What follows belongs to an exercise in optimizing a design on an open flow for small area and few clock cycles per item; a production flow would make more cautious choices. Function was checked by simulation only, so behaviour that the tests miss may differ from the original. No driver is modelled on the clock port, so clocking that relies on it looks cheaper here than on a real chip. Power is estimated from default activity; no workload was simulated.

== v21 ==
// layer_loader_top
module layer_loader_top (
	input  logic        aclk,
	input  logic        aresetn,
	input  logic        desc_we_i,
	input  logic [31:0] desc_wei_addr_i,
	input  logic [24:0] desc_wei_nburst_i,
	input  logic [7:0]  desc_wei_last_bytes_i,
	input  logic [31:0] desc_ftm_addr_i,
	input  logic [24:0] desc_ftm_nburst_i,
	input  logic [7:0]  desc_ftm_last_bytes_i,
	output logic        desc_ready_o,
	input  logic        wb_full_i,
	input  logic        fb_full_i,
	input  logic        wb_sufficient_i,
	output logic        rd_start_o,
	output logic [31:0] rd_addr_o,
	output logic [24:0] rd_nburst_o,
	input  logic        rd_beat_i,
	input  logic [63:0] rd_data_i,
	output logic [7:0]  wb_we_o,
	output logic [7:0]  fb_we_o,
	output logic [63:0] buf_data_o,
	output logic        layer_done_o
);
	logic        active;    
	logic        open;      
	logic        sel;       
	logic        w_done;    
	logic        f_done;    
	logic [31:0] w_addr, f_addr;
	logic [24:0] w_rem, f_rem;
	logic [3:0]  w_lbi, f_lbi;
	logic [5:0]  k;         
	logic [24:0] c_rem;
	logic        c_final;
	logic        c_full;
	assign c_rem   = sel ? f_rem : w_rem;
	assign c_final = (c_rem[24:3] == '0) && !(c_rem[2] && (c_rem[1:0] != 2'b00));
	assign c_full  = sel ? fb_full_i : wb_full_i;
	assign desc_ready_o = !active;
	assign rd_start_o   = active && !open && !c_full;
	assign rd_addr_o    = sel ? f_addr : w_addr;
	assign rd_nburst_o  = {22'd0, !c_final || c_rem[2], c_final ? c_rem[1:0] : 2'b00};
	logic       beat;
	logic       s_done;
	logic [1:0] hi_t;
	logic [3:0] lo_t;
	logic       last_beat;
	assign beat      = rd_beat_i && open;
	assign s_done    = sel ? f_done : w_done;
	assign hi_t      = s_done ? ((sel ? f_rem[1:0] : w_rem[1:0]) - 2'd1) : 2'b11;
  ...
Settings: LEC_CHECK=0, CAP_MARGIN=20, CORE_MARGIN=2, CORE_UTILIZATION=65, SLEW_MARGIN=20; clock period 8.0 ns.
standard.sh (not shown) runs the stock make flow with config.mk's settings and CLKGATE_MAP_FILE= SYNTH_SCRIPT=/design/flow/synth_recipe.tcl, a recipe that flattens the netlist after the stock synthesis.
==> flow/flow/run.sh <==
#!/bin/bash
# Standard synthesis, then its combinational logic re-mapped by ABC for area (registers kept
# as they are); then the standard layout, with the ports buffered by the smallest buffer and a
# clock tree of clkbuf_8 without dummy loads. Each tool's output goes to a log here.
set -euo pipefail
W=$(pwd)
export BUFFER_PORTS_ARGS="-buffer_cell sky130_fd_sc_hd__buf_1"
export CTS_ARGS="-sink_clustering_enable -repair_clock_nets -dont_use_dummy_load -root_buf sky130_fd_sc_hd__clkbuf_8 -buf_list {sky130_fd_sc_hd__clkbuf_4}"
bash standard.sh synth > standard_synth.log 2>&1
R=$W/orfs/results/${FLOW_PLATFORM:-sky130hd}/layer_loader_top/base
LIB=$FLOW_HOME/platforms/sky130hd/lib/sky130_fd_sc_hd__tt_025C_1v80.lib
cp $R/1_2_yosys.v $W/standard_1_2_yosys.v
sed -e "s#LIBFILE#$LIB#g" -e "s#INFILE#$W/standard_1_2_yosys.v#" -e "s#OUTFILE#$W/remapped.v#" \
    -e "s#SCRIPTFILE#$W/flow/abc_area.script#" -e "s#TOPNAME#${FLOW_TOP:-layer_loader_top}#" \
    $W/flow/remap.ys > $W/remap_run.ys
yosys -s $W/remap_run.ys > remap.log 2>&1
cp $W/remapped.v $R/1_2_yosys.v
rm -f $R/1_synth.odb $R/1_synth.sdc
bash standard.sh finish > standard.log 2>&1
Other scripts of this flow, unchanged in this note and not shown: flow/flow/abc_area.script, flow/flow/remap.ys
Testbench counts of v21, summed over its fixed seeds: cycles 86,800, beats 73,010.
The inputs of v28 differ from those of v21 as listed below.
-- flow/flow/run.sh --
<<< v21, line 8
export CTS_ARGS="-sink_clustering_enable -repair_clock_nets -dont_use_dummy_load -root_buf sky130_fd_sc_hd__clkbuf_8 -buf_list {sky130_fd_sc_hd__clkbuf_4}"
>>> v28, line 8
export CTS_ARGS="-sink_clustering_enable -repair_clock_nets -dont_use_dummy_load -buf_list {sky130_fd_sc_hd__clkbuf_8}"
Findings:
Where static leakage is concerned, v21 is better than v28.
As far as number of non-clock buffers goes, v21 and v28 are indistinguishable; the numbers are identical.
Utilization after layout: v28 > v21
v28 ends up with a global-route usage that is 0.17 points higher than in v21.
Summary of v28 over v21: cell depth of the worst flop-to-flop path ~0 delta, area growth from synthesis to layout +1.5 points.
Worst-skew pair later-pin latency: v28 and v21 compared, lower one is v21
Taking v21 as the reference, in v28 power went up by 7.6%, maximum clock frequency stayed essentially flat.

---

exp/ember:
Another version of the RTL of layer_loader_top (not shown whole).
Size: roughly 7200 um2 of cells after synthesis.
==> flow/config.mk <==
export PLATFORM = sky130hd
export DESIGN_NAME = layer_loader_top
export DESIGN_NICKNAME = layer_loader_top
export VERILOG_FILES = /design/flow/design.v
export SDC_FILE = /design/flow/constraint.sdc
export NUM_CORES = 4
export LEC_CHECK = 0
export CAP_MARGIN = 20
export CORE_MARGIN = 2
export CORE_UTILIZATION = 65
export SLEW_MARGIN = 20
==> flow/constraint.sdc <==
create_clock -name core_clock -period 8.0 [get_ports {aclk}]
set_input_delay 1.6000 -clock core_clock [delete_from_list [all_inputs] [get_ports {aclk}]]
set_output_delay 1.6000 -clock core_clock [all_outputs]
set_load 0.01 [all_outputs]
==> flow/flow/run.sh <==
#!/bin/bash
# Standard layout, with the ports buffered by the smallest buffer and a clock tree of small
# clock buffers without dummy loads.
set -euo pipefail
export BUFFER_PORTS_ARGS="-buffer_cell sky130_fd_sc_hd__buf_1"
export CTS_ARGS="-sink_clustering_enable -repair_clock_nets -dont_use_dummy_load -root_buf sky130_fd_sc_hd__clkbuf_8 -buf_list {sky130_fd_sc_hd__clkbuf_4}"
bash standard.sh finish > standard.log 2>&1
exp/ember finished all stages; the layout is clean.
Testbench counts of exp/ember, summed over its fixed seeds: cycles 86,800, beats 73,010.
What exp/tundra does differently from exp/ember at the input level:
==> flow/flow/run.sh <==
#!/bin/bash
# Standard layout, with the ports buffered by the smallest buffer and a clock tree of small
# clock buffers without dummy loads.
set -euo pipefail
export BUFFER_PORTS_ARGS="-buffer_cell sky130_fd_sc_hd__buf_1"
export CTS_ARGS="-sink_clustering_enable -repair_clock_nets -dont_use_dummy_load -buf_list {sky130_fd_sc_hd__clkbuf_16} -sink_clustering_size 50 -sink_clustering_max_diameter 200"
bash standard.sh finish > standard.log 2>&1
Findings:
The count of filler cells inserted in the layout reported for exp/tundra is smaller than that of exp/ember by 45.
exp/tundra packs its core more tightly than exp/ember.
When exp/tundra is set beside exp/ember, its post-route standard cell area excluding fillers turns out to be about 4% larger.
On overall fraction of global-route tracks in use, exp/ember tracks exp/tundra almost exactly.
As far as footprint of the multi-input gates is concerned, exp/tundra and exp/ember perform about the same.
Looking only at sequential share of layout area, and setting everything else aside, the higher value of exp/ember and exp/tundra goes to exp/ember.
Compared with exp/ember, exp/tundra shows a lower minimum clock period after layout.
Diff exp/ember -> exp/tundra | wire length of the first global-routing pass | increase of 0.95%
Setup changes, exp/tundra to exp/nickel
- changing CORE_UTILIZATION from 65 to 40
==> flow/run.sh (new file) <==
#!/bin/bash
# synth_recipe.tcl (not shown) runs the flow's synth.tcl, then flattens the netlist and writes it again
# the make line also repeats each setting of config.mk as NAME=value (left out here)
make -C /OpenROAD-flow-scripts/flow DESIGN_CONFIG=/design/flow/config.mk WORK_HOME=/design/flow/orfs CLKGATE_MAP_FILE= SYNTH_SCRIPT=/design/flow/synth_recipe.tcl finish
removed: flow/flow/run.sh
removed: flow/standard.sh
==> notes.md <==
- Total global routing track utilization: exp/nickel vs exp/tundra down 12 points
- On worst-case setup slack after placement, exp/tundra beats exp/nickel.
- Between exp/nickel and exp/tundra, the time the final worst path needs with I/O delays and setup is lower for exp/tundra.
- Net load switching power (exp/nickel / exp/tundra): 1.18
- For exp/nickel and exp/tundra, there was not a single run that failed to finish clean.
- Starting DRC count in detailed routing (exp/nickel / exp/tundra): 0.44
diff inputs: exp/nickel => exp/violet
- ABC_AREA now 1, previously not set
Sequential power: exp/nickel and exp/violet compared, lower one is exp/violet
exp/violet vs exp/nickel — minimum period implied by the final worst setup slack dropped 560 ps.
In the tables for exp/nickel and exp/violet, distinct cell type count of the synthesized netlist reads lower with exp/violet.
Min ratio of total power to cell area across exp/nickel and exp/violet: exp/violet
Taking exp/nickel as the reference, in exp/violet post-detailed-routing wire length +14%; cell count after placement +352.
Slowest cell on the critical path: clkdlybuf4s50_1 -> exp/violet, nor4_1 -> exp/nickel
Re share of the clock period used by the worst path: exp/violet is 7.0 points down on exp/nickel.
Going from exp/nickel to exp/violet, met2 wire length grew by more than 10%.
Changes observed in exp/violet relative to exp/nickel: clock share of power saw a decrease; number of gates on the worst path with buffers counted saw a decrease.

---

Another version of the RTL of layer_loader_top (not shown whole).
For scale: roughly 550 cells after synthesis, roughly 340 I/O pins, roughly 0.0068 mm² of cells after synthesis.
Settings: LEC_CHECK=0, CAP_MARGIN=20, CORE_MARGIN=2, CORE_UTILIZATION=50, SLEW_MARGIN=20; clock period 8.0 ns.
==> flow/flow/run.sh <==
#!/bin/bash
# Standard synthesis, then its combinational logic re-mapped by ABC for area (registers kept
# as they are); then the standard layout, with the ports buffered by the smallest buffer and a
# clock tree of clkbuf_8 without dummy loads. Each tool's output goes to a log here.
set -euo pipefail
W=$(pwd)
export BUFFER_PORTS_ARGS="-buffer_cell sky130_fd_sc_hd__buf_1"
export CTS_ARGS="-sink_clustering_enable -repair_clock_nets -dont_use_dummy_load -root_buf sky130_fd_sc_hd__clkbuf_8 -buf_list {sky130_fd_sc_hd__clkbuf_4}"
bash standard.sh synth > standard_synth.log 2>&1
R=$W/orfs/results/${FLOW_PLATFORM:-sky130hd}/layer_loader_top/base
LIB=$FLOW_HOME/platforms/sky130hd/lib/sky130_fd_sc_hd__tt_025C_1v80.lib
cp $R/1_2_yosys.v $W/standard_1_2_yosys.v
sed -e "s#LIBFILE#$LIB#g" -e "s#INFILE#$W/standard_1_2_yosys.v#" -e "s#OUTFILE#$W/remapped.v#" \
    -e "s#SCRIPTFILE#$W/flow/abc_area.script#" -e "s#TOPNAME#${FLOW_TOP:-layer_loader_top}#" \
    $W/flow/remap.ys > $W/remap_run.ys
yosys -s $W/remap_run.ys > remap.log 2>&1
cp $W/remapped.v $R/1_2_yosys.v
rm -f $R/1_synth.odb $R/1_synth.sdc
bash standard.sh finish > standard.log 2>&1
Other scripts of this flow, unchanged in this note and not shown: flow/flow/abc_area.script, flow/flow/remap.ys
Testbench counts at the start, summed over its fixed seeds: cycles 86,800, beats 73,010.
==> next run, changes <==
--- a/flow/flow/run.sh
+++ b/flow/flow/run.sh
@@ -6,5 +6,5 @@
 W=$(pwd)
 export BUFFER_PORTS_ARGS="-buffer_cell sky130_fd_sc_hd__buf_1"
-export CTS_ARGS="-sink_clustering_enable -repair_clock_nets -dont_use_dummy_load -root_buf sky130_fd_sc_hd__clkbuf_8 -buf_list {sky130_fd_sc_hd__clkbuf_4}"
+export CTS_ARGS="-sink_clustering_enable -repair_clock_nets -dont_use_dummy_load -buf_list {sky130_fd_sc_hd__clkbuf_8}"
 bash standard.sh synth > standard_synth.log 2>&1
 R=$W/orfs/results/${FLOW_PLATFORM:-sky130hd}/layer_loader_top/base
CORE_UTILIZATION = 65   (was 50)
What happened:
- The new run ran to the end with no violations
- utilization grows by 16 points
- final cell count shrinks by 4.9%
- via count grows by 2.4%
- register-to-register slack gets better by 0.76 ns
==> next run, changes <==
--- a/flow/flow/run.sh
+++ b/flow/flow/run.sh
@@ -5,6 +5,8 @@
 set -euo pipefail
 W=$(pwd)
+
 export BUFFER_PORTS_ARGS="-buffer_cell sky130_fd_sc_hd__buf_1"
-export CTS_ARGS="-sink_clustering_enable -repair_clock_nets -dont_use_dummy_load -buf_list {sky130_fd_sc_hd__clkbuf_8}"
+export CTS_ARGS="-sink_clustering_enable -repair_clock_nets -dont_use_dummy_load -root_buf sky130_fd_sc_hd__clkbuf_8 -buf_list {sky130_fd_sc_hd__clkbuf_4}"
+export POST_CTS_TCL="$W/flow/post_cts.tcl"
 bash standard.sh synth > standard_synth.log 2>&1
 R=$W/orfs/results/${FLOW_PLATFORM:-sky130hd}/layer_loader_top/base
==> flow/flow/post_cts.tcl (new file) <==
# After clock tree synthesis: a leaf clock buffer whose flip-flop clock pins would see a slow
# slew (estimated from the placement) is upsized from clkbuf_4 to clkbuf_8, then placement is
# legalized again.
estimate_parasitics -placement
set upsized 0
foreach inst [get_cells -filter "ref_name == sky130_fd_sc_hd__clkbuf_4"] {
  set out [get_pins -of_objects $inst -filter "direction == output"]
  set worst 0.0
  foreach p [get_pins -of_objects [get_nets -of_objects $out] -filter "direction == input"] {
    foreach a {slew_max_rise slew_max_fall} {
      set s [get_property $p $a]
      if {$s > $worst} { set worst $s }
    }
  }
  if {$worst > 0.095} {
    puts "post_cts: upsizing [get_full_name $inst] (worst sink slew $worst ns)"
    replace_cell $inst sky130_fd_sc_hd__clkbuf_8
    incr upsized
  }
}
puts "post_cts: upsized $upsized leaf clock buffers"
if {$upsized > 0} {
  detailed_placement
  check_placement -verbose
  estimate_parasitics -placement
}
Result:
- critical path depth stays the same
- worst hold slack gains 0.0051 ns
- wire length barely changes
- final area fell by 0.81%
- clock skew is about the same

---

v6:
The RTL this note starts from:
==> flow/design.v <==
`timescale 1ns/1ps
module layer_loader_top (
	input  logic        aclk,
	input  logic        aresetn,
	input  logic        desc_we_i,
	input  logic [31:0] desc_wei_addr_i,
	input  logic [24:0] desc_wei_nburst_i,
	input  logic [7:0]  desc_wei_last_bytes_i,
	input  logic [31:0] desc_ftm_addr_i,
	input  logic [24:0] desc_ftm_nburst_i,
	input  logic [7:0]  desc_ftm_last_bytes_i,
	output logic        desc_ready_o,
	input  logic        wb_full_i,
	input  logic        fb_full_i,
	input  logic        wb_sufficient_i,
	output logic        rd_start_o,
	output logic [31:0] rd_addr_o,
	output logic [24:0] rd_nburst_o,
	input  logic        rd_beat_i,
	input  logic [63:0] rd_data_i,
	output logic [7:0]  wb_we_o,
	output logic [7:0]  fb_we_o,
	output logic [63:0] buf_data_o,
	output logic        layer_done_o
);
	logic        active;    
	logic        open;      
	logic        sel;       
	logic        w_done;    
	logic        f_done;    
	logic [31:0] w_addr, f_addr;
	logic [24:0] w_rem, f_rem;
	logic [3:0]  w_lbi, f_lbi;
	logic [5:0]  k;         
	logic [24:0] c_rem;
	logic        c_final;
	logic        c_full;
	assign c_rem   = sel ? f_rem : w_rem;
	assign c_final = (c_rem[24:3] == '0) && !(c_rem[2] && (c_rem[1:0] != 2'b00));
	assign c_full  = sel ? fb_full_i : wb_full_i;
	assign desc_ready_o = !active;
	assign rd_start_o   = active && !open && !c_full;
	assign rd_addr_o    = sel ? f_addr : w_addr;
	assign rd_nburst_o  = {22'd0, !c_final || c_rem[2], c_final ? c_rem[1:0] : 2'b00};
	logic       beat;
	logic       s_done;
	logic [1:0] hi_t;
	logic [3:0] lo_t;
	logic       last_beat;
	assign beat      = rd_beat_i && open;
	assign s_done    = sel ? f_done : w_done;
	assign hi_t      = s_done ? ((sel ? f_rem[1:0] : w_rem[1:0]) - 2'd1) : 2'b11;
	assign lo_t      = s_done ? (sel ? f_lbi : w_lbi) : 4'hf;
	assign last_beat = beat && (k == {hi_t, lo_t});
	assign layer_done_o = last_beat && w_done && f_done;
	assign wb_we_o      = (beat && !sel) ? (8'd1 << k[2:0]) : 8'd0;
	assign fb_we_o      = (beat &&  sel) ? (8'd1 << k[2:0]) : 8'd0;
	assign buf_data_o   = rd_data_i;
	logic sel_nxt;
	assign sel_nxt = !f_done && (sel || w_done || wb_sufficient_i);
	always_ff @(posedge aclk) begin
		if (!aresetn) begin
			active <= 1'b0;
			open   <= 1'b0;
		end else begin
			if (!active) active <= desc_we_i;
			else if (layer_done_o) active <= 1'b0;
			if (rd_start_o) open <= 1'b1;
			else if (last_beat) open <= 1'b0;
		end
	end
	always_ff @(posedge aclk) begin
		k <= open ? (k + {5'd0, beat}) : 6'd0;
	end
	always_ff @(posedge aclk) begin
		if (!active) begin
			sel    <= 1'b0;
			w_done <= 1'b0;
			f_done <= 1'b0;
		end else begin
			if (last_beat) sel <= sel_nxt;
			if (rd_start_o && !sel && c_final) w_done <= 1'b1;
			if (rd_start_o &&  sel && c_final) f_done <= 1'b1;
		end
	end
	logic w_step, f_step;
	assign w_step = rd_start_o && !sel;
	assign f_step = rd_start_o &&  sel;
	logic [22:0] w_addr_t, w_rem_t, f_addr_t, f_rem_t;
	always_comb begin
		w_addr_t[0] = w_step;
		w_rem_t[0]  = w_step;
		f_addr_t[0] = f_step;
		f_rem_t[0]  = f_step;
		for (int i = 1; i < 23; i++) begin
			w_addr_t[i] = w_addr_t[i-1] &  w_addr[8+i];
			w_rem_t[i]  = w_rem_t[i-1]  & !w_rem[1+i];
			f_addr_t[i] = f_addr_t[i-1] &  f_addr[8+i];
			f_rem_t[i]  = f_rem_t[i-1]  & !f_rem[1+i];
		end
	end
	always_ff @(posedge aclk) begin
		if (!active) begin
			w_addr <= desc_wei_addr_i;
			w_rem  <= desc_wei_nburst_i;
			f_addr <= desc_ftm_addr_i;
			f_rem  <= desc_ftm_nburst_i;
		end else begin
			w_addr[31:9] <= w_addr[31:9] ^ w_addr_t;
			w_rem[24:2]  <= w_rem[24:2]  ^ w_rem_t;
			f_addr[31:9] <= f_addr[31:9] ^ f_addr_t;
			f_rem[24:2]  <= f_rem[24:2]  ^ f_rem_t;
		end
	end
	always_ff @(posedge aclk) begin
		if (!active) begin
			w_lbi <= desc_wei_last_bytes_i[6:3] - 4'd1;
			f_lbi <= desc_ftm_last_bytes_i[6:3] - 4'd1;
		end
	end
endmodule
export LEC_CHECK = 0
export CAP_MARGIN = 20
export CORE_MARGIN = 2
export CORE_UTILIZATION = 80
export SLEW_MARGIN = 20
create_clock -name core_clock -period 8.0 [get_ports {aclk}]
==> flow/flow/run.sh <==
#!/bin/bash
# Standard layout, with the ports buffered by the smallest buffer and a clock tree of small
# clock buffers without dummy loads.
set -euo pipefail
export BUFFER_PORTS_ARGS="-buffer_cell sky130_fd_sc_hd__buf_1"
export CTS_ARGS="-sink_clustering_enable -repair_clock_nets -dont_use_dummy_load -buf_list {sky130_fd_sc_hd__clkbuf_8}"
bash standard.sh finish > standard.log 2>&1
v6: PASS, flow complete, no timing, DRC or antenna violations
Testbench counts of v6, summed over its fixed seeds: cycles 86,800, beats 73,010.
For v7, these inputs were changed with respect to v6:
--- a/flow/config.mk
+++ b/flow/config.mk
@@ -8,4 +8,4 @@
 export CAP_MARGIN = 20
 export CORE_MARGIN = 2
-export CORE_UTILIZATION = 80
+export CORE_UTILIZATION = 65
 export SLEW_MARGIN = 20
Notes after the runs:
- Die boundary width (higher): v7
- Taking v6 as the reference, in v7 utilization went down 16 points; design area grew by 65 sq um; total of buffers placed on input and output ports ~0 delta.
- [compare] base=v6 new=v7: proportion of total power due to net switching shows no meaningful change; part of the total power dissipated in the clock network shows an increase of 0.2 points.

[port drivers added, routing unchanged]
The results above use ideal ports. As a check the final layouts listed here were re-extracted and re-timed, cells and wires unchanged. Step 1, drivers: a clkbuf_16 drives aclk and a buf_2 each remaining input, both assumed. Step 2 times the ports against the registers' clock, not the clock port: input delays grow and output delays shrink by t, the midpoint of the rising clock arrivals with the driver on. a / b / c = ideal ports / drivers / drivers and shift; a / b = the first two.
run	t (ns)	slack for setup (ns)	latest minus earliest clock arrival (ns)	slew at the worst register clock pin (ns)	cell pins on the clock port's net
v21	0.435	1.495 / 1.487 / 1.052	0.042 / 0.041	0.11 / 0.11	1
v28	0.463	1.508 / 1.501 / 1.038	0.027 / 0.026	0.07 / 0.07	1
exp/ember	0.461	2.834 / 2.798 / 3.259	0.028 / 0.028	0.11 / 0.11	1
exp/tundra	0.447	2.897 / 2.857 / 3.304	0.014 / 0.014	0.06 / 0.06	1
exp/nickel	0.457	2.603 / 2.560 / 2.727	0.012 / 0.011	0.06 / 0.06	1
exp/violet	0.452	3.164 / 3.127 / 3.127	0.018 / 0.018	0.07 / 0.07	1
the first run of note 3	0.441	1.744 / 1.707 / 2.148	0.032 / 0.032	0.11 / 0.11	1
the second run of note 3	0.459	2.510 / 2.474 / 2.933	0.028 / 0.028	0.08 / 0.08	1
the third run of note 3	0.440	2.549 / 2.513 / 2.953	0.027 / 0.028	0.09 / 0.09	1
v6	0.451	1.700 / 1.702 / 1.251	0.034 / 0.033	0.09 / 0.09	1
v7	0.472	1.727 / 1.741 / 1.270	0.015 / 0.015	0.07 / 0.07	1
After both steps every run listed still meets setup and hold. For v28, which loses most, drivers alone change the setup slack by -0.007 ns; drivers and shift together by -0.470 ns.
